Background: an optimization exercise with open tools, aiming at small area and few clock cycles per item. Do not read the settings as production practice.
Function was checked by simulation only, so behaviour that the tests miss may differ from the original.

**flow/config.mk**
```make
export PLATFORM = sky130hd
export DESIGN_NAME = str_dot_top
export DESIGN_NICKNAME = str_dot_top
export VERILOG_FILES = /design/flow/design.v
export SDC_FILE = /design/flow/constraint.sdc
export NUM_CORES = 4
export LEC_CHECK = 0
export CAP_MARGIN = 20
export CORE_MARGIN = 2
export CORE_UTILIZATION = 40
export PLACE_DENSITY = 0.6
export SLEW_MARGIN = 20
```
**flow/constraint.sdc**
```tcl
create_clock -name core_clock -period 6.0 [get_ports {clk}]
set_input_delay 1.2000 -clock core_clock [delete_from_list [all_inputs] [get_ports {clk}]]
set_output_delay 1.2000 -clock core_clock [all_outputs]
set_load 0.01 [all_outputs]
```
**flow/design.v**
```verilog
package str_pkg;
    localparam int data_w = 8;
    localparam int frac_w = 7;
    localparam int prod_w      = 12;
    localparam int prod_frac_w = 10;
    localparam int prod_shift = 2 * frac_w - prod_frac_w;
    localparam int default_ch = 8;
endpackage
`timescale 1ns/100ps
module str_birs #(
    parameter int w = 1
) (
    input  logic         clk,
    input  logic         rst,
    input  logic [w-1:0] up_data,
    input  logic         up_last,
    input  logic         up_valid,
    output logic         up_ready,
    output logic [w-1:0] down_data,
    output logic         down_last,
    output logic         down_valid,
    input  logic         down_ready
);
    logic [w-1:0] mem_data0;
    logic [w-1:0] mem_data1;
    logic         mem_last0;
    logic         mem_last1;
    logic         wp;
    logic         rp;
    logic [1:0]   count;
    logic         up_hs;
    logic         down_hs;
    assign up_hs   = up_valid & up_ready;
    assign down_hs = down_valid & down_ready;
    assign up_ready   = count < 2'd2;
    assign down_valid = count != 2'd0;
    assign down_data  = rp ? mem_data1 : mem_data0;
    assign down_last  = rp ? mem_last1 : mem_last0;
    always_ff @(posedge clk) begin
        if (rst) begin
            wp    <= 1'b0;
            rp    <= 1'b0;
            count <= 2'd0;
        end else begin
            if (up_hs) begin
                wp <= ~wp;
            end
            if (down_hs) begin
                rp <= ~rp;
            end
            case ({up_hs, down_hs})
                2'b10:   count <= count + 2'd1;
                2'b01:   count <= count - 2'd1;
                default: count <= count;
            endcase
        end
    end
    always_ff @(posedge clk) begin
        if (up_hs && !wp) begin
            mem_data0 <= up_data;
            mem_last0 <= up_last;
        end
        if (up_hs && wp) begin
            mem_data1 <= up_data;
            mem_last1 <= up_last;
        end
    end
endmodule
`timescale 1ns/100ps
module str_fork #(
    parameter int w = 1
) (
    input  logic         clk,
    input  logic         rst,
    input  logic [w-1:0] up_data,
    input  logic         up_last,
    input  logic         up_valid,
    output logic         up_ready,
    output logic [w-1:0] left_data,
    output logic         left_last,
    output logic         left_valid,
    input  logic         left_ready,
    output logic [w-1:0] right_data,
    output logic         right_last,
    output logic         right_valid,
    input  logic         right_ready
);
    logic to_left_valid;
    logic to_left_ready;
    logic to_right_valid;
    logic to_right_ready;
    assign up_ready       = to_left_ready & to_right_ready;
    assign to_left_valid  = up_valid & to_right_ready;
    assign to_right_valid = up_valid & to_left_ready;
    str_birs #(
        .w(w)
    ) u_left_rs (
        .clk        (clk),
        .rst        (rst),
        .up_data    (up_data),
        .up_last    (up_last),
        .up_valid   (to_left_valid),
        .up_ready   (to_left_ready),
        .down_data  (left_data),
        .down_last  (left_last),
        .down_valid (left_valid),
        .down_ready (left_ready)
    );
    str_birs #(
        .w(w)
    ) u_right_rs (
        .clk        (clk),
        .rst        (rst),
        .up_data    (up_data),
        .up_last    (up_last),
        .up_valid   (to_right_valid),
        .up_ready   (to_right_ready),
        .down_data  (right_data),
        .down_last  (right_last),
        .down_valid (right_valid),
        .down_ready (right_ready)
    );
endmodule
`timescale 1ns/100ps
module str_add_tree #(
    parameter int ch    = 4,
    parameter int in_w  = 12,
    parameter int out_w = in_w + $clog2(ch)
) (
    input  logic                    clk,
    input  logic                    rst,
    input  logic [ch*in_w-1:0]      in_data,
    input  logic                    in_last,
    input  logic                    in_valid,
    output logic                    in_ready,
    output logic signed [out_w-1:0] out_data,
    output logic                    out_last,
    output logic                    out_valid,
    input  logic                    out_ready
);
    localparam int stg = $clog2(ch);
    localparam int ech = 1 << stg;
    wire [(stg+1)*ech*out_w-1:0] node;
    wire [stg:0]                 node_last;
    wire [stg:0]                 node_valid;
    wire [stg:0]                 node_ready;
    for (genvar i = 0; i < ech; i++) begin : g_pad
        if (i < ch) begin : g_in
            assign node[i*out_w +: out_w] = out_w'($signed(in_data[i*in_w +: in_w]));
        end else begin : g_zero
            assign node[i*out_w +: out_w] = '0;
        end
    end
    assign node_last[0]  = in_last;
    assign node_valid[0] = in_valid;
    assign in_ready      = node_ready[0];
    for (genvar s = 0; s < stg; s++) begin : g_stage
        localparam int iw = in_w + s;
        localparam int ow = iw + 1;
        localparam int n  = ech >> (s + 1);
        logic q_last;
        logic q_valid;
        logic hs;
        assign hs              = node_valid[s] & node_ready[s];
        assign node_ready[s]   = ~q_valid | node_ready[s+1];
        assign node_valid[s+1] = q_valid;
        assign node_last[s+1]  = q_last;
        always_ff @(posedge clk) begin
            if (rst) begin
                q_valid <= 1'b0;
            end else if (hs) begin
                q_valid <= 1'b1;
            end else if (node_ready[s+1]) begin
                q_valid <= 1'b0;
            end
        end
        always_ff @(posedge clk) begin
            if (hs) begin
                q_last <= node_last[s];
            end
        end
        for (genvar i = 0; i < n; i++) begin : g_lane
            logic signed [iw-1:0]    x0;
            logic signed [iw-1:0]    x1;
            logic signed [ow-1:0]    sum;
            logic signed [out_w-1:0] q;
            assign x0  = node[((s*ech)+2*i)*out_w +: iw];
            assign x1  = node[((s*ech)+2*i+1)*out_w +: iw];
            assign sum = ow'(x0) + ow'(x1);
            always_ff @(posedge clk) begin
                if (hs) begin
                    q <= out_w'(sum);
                end
            end
            assign node[(((s+1)*ech)+i)*out_w +: out_w] = q;
        end
        for (genvar i = n; i < ech; i++) begin : g_unused
            assign node[(((s+1)*ech)+i)*out_w +: out_w] = '0;
        end
    end
    assign out_data          = node[(stg*ech)*out_w +: out_w];
    assign out_last          = node_last[stg];
    assign out_valid         = node_valid[stg];
    assign node_ready[stg]   = out_ready;
endmodule
`timescale 1ns/100ps
module str_dot_branch #(
    parameter int ch    = str_pkg::default_ch,
    parameter int dot_w = str_pkg::prod_w + $clog2(ch)
) (
    input  logic                           clk,
    input  logic                           rst,
    input  logic [2*ch*str_pkg::data_w-1:0] up_data,
    input  logic                           up_last,
    input  logic                           up_valid,
    output logic                           up_ready,
    output logic signed [dot_w-1:0]        down_data,
    output logic                           down_last,
    output logic                           down_valid,
    input  logic                           down_ready
);
    localparam int data_w     = str_pkg::data_w;
    localparam int prod_w     = str_pkg::prod_w;
    localparam int prod_shift = str_pkg::prod_shift;
    logic [ch*prod_w-1:0] prod_d;
    logic [ch*prod_w-1:0] prod_q;
    logic                 prod_last;
    logic                 prod_valid;
    logic                 prod_ready;
    logic                 up_hs;
    assign up_hs    = up_valid & up_ready;
    assign up_ready = ~prod_valid | prod_ready;
    for (genvar i = 0; i < ch; i++) begin : g_mul
        logic signed [data_w-1:0]   a;
        logic signed [data_w-1:0]   b;
        logic signed [2*data_w-1:0] full;
        logic signed [2*data_w-1:0] shifted;
        assign a       = up_data[i*data_w +: data_w];
        assign b       = up_data[(ch+i)*data_w +: data_w];
        assign full    = a * b;
        assign shifted = full >>> prod_shift;
        assign prod_d[i*prod_w +: prod_w] = shifted[prod_w-1:0];
    end
    always_ff @(posedge clk) begin
        if (rst) begin
            prod_valid <= 1'b0;
        end else if (up_hs) begin
            prod_valid <= 1'b1;
        end else if (prod_ready) begin
            prod_valid <= 1'b0;
        end
    end
    always_ff @(posedge clk) begin
        if (up_hs) begin
            prod_q    <= prod_d;
            prod_last <= up_last;
        end
    end
    str_add_tree #(
        .ch    (ch),
        .in_w  (prod_w),
        .out_w (dot_w)
    ) u_tree (
        .clk       (clk),
        .rst       (rst),
        .in_data   (prod_q),
        .in_last   (prod_last),
        .in_valid  (prod_valid),
        .in_ready  (prod_ready),
        .out_data  (down_data),
        .out_last  (down_last),
        .out_valid (down_valid),
        .out_ready (down_ready)
    );
endmodule
`timescale 1ns/100ps
module str_join #(
    parameter int dot_w = 15,
    parameter int sum_w = 11
) (
    input  logic                   clk,
    input  logic                   rst,
    input  logic [dot_w-1:0]       dot_in_data,
    input  logic                   dot_in_last,
    input  logic                   dot_in_valid,
    output logic                   dot_in_ready,
    input  logic [sum_w-1:0]       sum_in_data,
    input  logic                   sum_in_valid,
    output logic                   sum_in_ready,
    output logic [dot_w+sum_w-1:0] down_data,
    output logic                   down_last,
    output logic                   down_valid,
    input  logic                   down_ready
);
    logic load_ok;
    logic take;
    assign load_ok = ~down_valid | down_ready;
    assign dot_in_ready = sum_in_valid & load_ok;
    assign sum_in_ready = dot_in_valid & load_ok;
    assign take         = dot_in_valid & sum_in_valid & load_ok;
    always_ff @(posedge clk) begin
        if (rst) begin
            down_valid <= 1'b0;
        end else if (take) begin
            down_valid <= 1'b1;
        end else if (down_ready) begin
            down_valid <= 1'b0;
        end
    end
    always_ff @(posedge clk) begin
        if (take) begin
            down_data <= {dot_in_data, sum_in_data};
            down_last <= dot_in_last;
        end
    end
endmodule
`timescale 1ns/100ps
module str_dot_top #(
    parameter int  ch    = str_pkg::default_ch,
    localparam int dot_w = str_pkg::prod_w + $clog2(ch),
    localparam int sum_w = str_pkg::data_w + $clog2(ch)
) (
    input  logic                    clk,
    input  logic                    rst,
    input  logic [ch*8-1:0]         in_a,
    input  logic [ch*8-1:0]         in_b,
    input  logic                    in_last,
    input  logic                    in_valid,
    output logic                    in_ready,
    output logic signed [dot_w-1:0] out_dot,
    output logic signed [sum_w-1:0] out_sum,
    output logic                    out_last,
    output logic                    out_valid,
    input  logic                    out_ready
);
    localparam int vec_w = 2 * ch * str_pkg::data_w;
    logic [vec_w-1:0]       prod_in_data;
    logic                   prod_in_last;
    logic                   prod_in_valid;
    logic                   prod_in_ready;
    logic [vec_w-1:0]       sum_in_data;
    logic                   sum_in_last;
    logic                   sum_in_valid;
    logic                   sum_in_ready;
    logic [dot_w-1:0]       prod_out_data;
    logic                   prod_out_last;
    logic                   prod_out_valid;
    logic                   prod_out_ready;
    logic [sum_w-1:0]       sum_out_data;
    logic                   sum_out_valid;
    logic                   sum_out_ready;
    logic [dot_w+sum_w-1:0] res_data;
    str_fork #(
        .w(vec_w)
    ) u_fork (
        .clk         (clk),
        .rst         (rst),
        .up_data     ({in_b, in_a}),
        .up_last     (in_last),
        .up_valid    (in_valid),
        .up_ready    (in_ready),
        .left_data   (prod_in_data),
        .left_last   (prod_in_last),
        .left_valid  (prod_in_valid),
        .left_ready  (prod_in_ready),
        .right_data  (sum_in_data),
        .right_last  (sum_in_last),
        .right_valid (sum_in_valid),
        .right_ready (sum_in_ready)
    );
    str_dot_branch #(
        .ch    (ch),
        .dot_w (dot_w)
    ) u_dot (
        .clk        (clk),
        .rst        (rst),
        .up_data    (prod_in_data),
        .up_last    (prod_in_last),
        .up_valid   (prod_in_valid),
        .up_ready   (prod_in_ready),
        .down_data  (prod_out_data),
        .down_last  (prod_out_last),
        .down_valid (prod_out_valid),
        .down_ready (prod_out_ready)
    );
    str_add_tree #(
        .ch    (ch),
        .in_w  (str_pkg::data_w),
        .out_w (sum_w)
    ) u_sum (
        .clk       (clk),
        .rst       (rst),
        .in_data   (sum_in_data[ch*str_pkg::data_w-1:0]),
        .in_last   (sum_in_last),
        .in_valid  (sum_in_valid),
        .in_ready  (sum_in_ready),
        .out_data  (sum_out_data),
        .out_last  (),
        .out_valid (sum_out_valid),
        .out_ready (sum_out_ready)
    );
    str_join #(
        .dot_w (dot_w),
        .sum_w (sum_w)
    ) u_join (
        .clk          (clk),
        .rst          (rst),
        .dot_in_data  (prod_out_data),
        .dot_in_last  (prod_out_last),
        .dot_in_valid (prod_out_valid),
        .dot_in_ready (prod_out_ready),
        .sum_in_data  (sum_out_data),
        .sum_in_valid (sum_out_valid),
        .sum_in_ready (sum_out_ready),
        .down_data    (res_data),
        .down_last    (out_last),
        .down_valid   (out_valid),
        .down_ready   (out_ready)
    );
    assign out_dot = res_data[dot_w+sum_w-1:sum_w];
    assign out_sum = res_data[sum_w-1:0];
endmodule
```
**flow/run.sh**
```bash
#!/bin/bash
# synth_recipe.tcl (not shown) runs the flow's synth.tcl, then flattens the netlist and writes it again
# the make line also repeats each setting of config.mk as NAME=value (left out here)
make -C /OpenROAD-flow-scripts/flow DESIGN_CONFIG=/design/flow/config.mk WORK_HOME=/design/flow/orfs CLKGATE_MAP_FILE= SYNTH_SCRIPT=/design/flow/synth_recipe.tcl finish
```
==> results.txt <==
* Worst Hold End: u_join.down_data[25]
* Slew Viols, Final at 0
* Critical-path cell list: buf_12 -> buf_12 -> mux2i_1 -> nor2_1 -> fa_1 -> inv_1 -> fa_1 -> inv_1 -> fa_1 -> inv_1 -> fa_1 -> inv_1 -> ha_1 -> a21oi_1 -> nor2b_1 -> a311oi_1 -> o2bb2ai_1 -> o21ai_0 -> xnor2_1
* Worst flop-to-flop path endpoint: u_dot.prod_q[95]
* CTS root buffer: clkbuf_16
* Vias post-DR at 29098
* GP Congestion at 0.862
* Max_slew headroom at 29.4%
* Cell taking the most area after synthesis: edfxtp_1
* Outcome: no timing/DRC/antenna violations
* Post-Syn Area at 0.0482 mm^2
* Multi-input gate area at 0.0247 mm^2
* Syn Nets at 4965
* Worst path top cell family by delay: adder cells
* Maximum clock path buffer count at 3
* Worst path bufs/invs at 6
* Row Count at 127
* TNS Setup at 0 ns
* Worst Reg2Reg Path Length in Cells at 19
* # port buffers at 161
* Worst-Skew Late Latency at 0.68 ns
* Clock transition at path regs at 0.06 ns
* Crit start category: flop
* Remaining global-route overflow at 0
* Layout Area Growth over Synthesis at 15.5%
* CP max stage cell: mux2i_1
* Worst r2r src: u_fork.u_left_rs.rp
* Die ar. at 0.123 mm^2
* Cts hold-fix bufs at 0
* First-pass GRT wire length at 162000 um
* RSZ-0062 raised after global routing: no
* Height of the die at 351 um
* CP required at 6.41 ns
* Initial Util at 40.2%
* All-Layer GR Usage at 16.8%
* Min-delay src: u_dot.u_tree.g_stage[2].g_lane[0].q[14]
* DRC at 0
* Share of layout cells above drive strength 1 at 9.80%
* Initial antenna violation count at 9
* Detailed Route Iter0 Violations at 1716
* Asr flop ratio synth at 0%
* Post-DR wirelength/cell at 16.8 um
* PnR worst setup slack at 0.385 ns
* First drt pass iteration count at 5
* H-tree depth at 3
* Max stage delay on crit path at 0.57 ns
* Final setup violation count at 0
* Top FF cell, synth: edfxtp_1
* Distinct cell type count after synthesis at 63
* Post-synthesis sequential area ratio at 42.8%
* Arrival time worst endpoint at 6.03 ns
* Tightest Hold Check Type: flop to flop
* Post-synthesis sequential element count at 691
* Post-CTS Resized at 0
* Synth Instances at 4012
* Synth cell count leaders: 743 x inv_1, 675 x edfxtp_1, 446 x fa_1, 445 x nor2_1, 374 x ha_1
* Yosys top cell area share at 42.1%
* Yosys warning count at 5
* DP Worst Slack at 0.398 ns
* CTS tree: done
* Crit share post-route at 93.6%
* Register area at 0.0206 mm^2
* EDFF count, synth at 675
* Hpwl dp at 79700 um
* Post CTS Setup Buffer Count at 0
* Vias in the first global route at 29854
* FILL cells at 10802
* Crit path time final at 5.61 ns
* Die W at 351 um
* Avg Inst Size Synth at 12.0 um^2
* Element type at the critical path end: flop
* Largest cells by area after synthesis: edfxtp_1 42%, fa_1 19%, ha_1 9.7%, inv_1 5.8%, nor2_1 3.5%
* Most frequent cell after synthesis: inv_1
* Ports at 162
* Clk_skew at 0.0359 ns
* Max_cap viols at 0
* Pin count of the biggest net entering global routing at 83
* Achievable Freq at 178 MHz
* Number of clock sinks at 691
* Fin. Hold Viols at 0
* Final ANT Viol Nets at 0
* Worst R2R Setup Slack at 0.39 ns
* Post-DR vias/cell at 4.82
* Worst slew pin tran at 1.05 ns
* Nets at 5317
* Hold Path Depth at 0
* Total CTS buffers at 81
* Drt total wl at 101000 um
* Core area at 0.120 mm^2
* CP Max Fanout at 24
* Critical path type: flop to flop
-- cell type report --
cell class	count	share of cell area, %
Tap cell	1612	3.63
Clock buffer	93	3.73
Inverter	743	5.01
Sequential cell	691	37.0
Clock inverter	56	1.23
Multi-Input combinational cell	2553	44.5
Timing Repair Buffer	294	4.89
Antenna cell	1	0.00450
-- state kept, by name, summed over array words and instances, names as in the netlist, 2 cells and up --
register / count
u_fork.u_left_rs.mem_data0: 128
u_fork.u_left_rs.mem_data1: 128
u_dot.prod_q: 96
u_dot.u_tree.g_stage.g_lane.q: 95
u_sum.g_stage.g_lane.q: 67
u_fork.u_right_rs.mem_data0: 64
u_fork.u_right_rs.mem_data1: 64
u_join.down_data: 26
u_dot.u_tree.g_stage.q_last: 3
u_dot.u_tree.g_stage.q_valid: 3
u_sum.g_stage.q_valid: 3
u_fork.u_left_rs.count: 2
u_fork.u_right_rs.count: 2
-- metrics by stage --
step	hold WS (ns)	util, %	area (um^2)	std cells
after CTS	0.414	46.5	55600	6042
final	0.416	46.5	55600	6043
after global routing	0.426	46.5	55600	6042
after floorplan	0.400	-	48200	4012
after global placement	0.404	44.1	52800	5892
after detailed placement	0.405	44.2	52800	5893
-- how the worst max path moves through the flow --
| stage | depth (start not counted) | slack [ns] | end | from |
|---|---|---|---|---|
| finish | 19 | 0.39 | u_dot.prod_q[95] | u_fork.u_left_rs.rp |
| floorplan | 7 | 0.39 | u_fork.u_left_rs.count[1] | out_ready |
| CTS | 19 | 0.40 | u_dot.prod_q[59] | u_fork.u_left_rs.rp |
| global placement | 20 | 0.51 | u_dot.prod_q[47] | u_fork.u_left_rs.rp |
| detailed placement | 19 | 0.40 | u_dot.prod_q[95] | u_fork.u_left_rs.rp |
| global route | 18 | 0.008 | u_dot.prod_q[83] | u_fork.u_left_rs.rp |
-- routing by layer --
layer / global-route usage (%) / share of wire, % / vias to the layer above
li1: - / - / 14086
met1: 24.0 / 48 / 14394
met2: 26.8 / 46 / 502
met3: 2.86 / 4.8 / 108
met4: 3.95 / 1.6 / 8
met5: 0 / 0.052 / -
-- cells by family after synthesis --
kind of cell / Yosys count / synth area share, %
AND/OR/NAND/NOR: 874 / 8.62
adder cells (fa/ha/maj): 820 / 28.3
buffers and inverters: 768 / 6.03
flip-flops: 691 / 42.8
AO/OA/AOI/OAI: 415 / 5.54
XOR/XNOR: 234 / 4.26
multiplexers: 210 / 4.53
-- cell usage in the layout (no fill, tap or decap), types with 97 or more instances in the layout --
| cell type | synthesis | layout |
|---|---|---|
| a21oi_1 | 110 | 109 |
| buf_4 | 0 | 125 |
| clkdlybuf4s50_1 | 0 | 161 |
| edfxtp_1 | 675 | 675 |
| fa_1 | 446 | 446 |
| ha_1 | 374 | 374 |
| inv_1 | 743 | 743 |
| mux2i_1 | 147 | 146 |
| nor2_1 | 445 | 443 |
| o21ai_0 | 97 | 97 |
| or2_2 | 97 | 97 |
| xnor2_1 | 188 | 188 |
Testbench counts, summed over its fixed seeds: cycles 2,504, items 2,048.

static timing again, ports no longer ideal:
No port has a modelled driver above. Below, the same layout with a new extraction and two added sets of constraints.
Step 1 assumes that a clkbuf_16 drives the clock port and a buf_2 every other input.
Step 2, shift: input delay + t, output delay - t, t = (earliest + latest rising clock arrival at the registers) / 2. This alone moves slack from input paths to output paths.
Slacks: ideal ports / drivers / drivers and shift; pairs: ideal ports / drivers.
t, ns: 0.730
setup slack, ns: 0.385 / 0.385 / 0.385
worst register clock-pin slew, ns: 0.07 / 0.07
After both steps setup and hold are still met in this run. For this run, drivers alone change the setup slack by 0.000 ns; drivers and shift together by 0.000 ns.
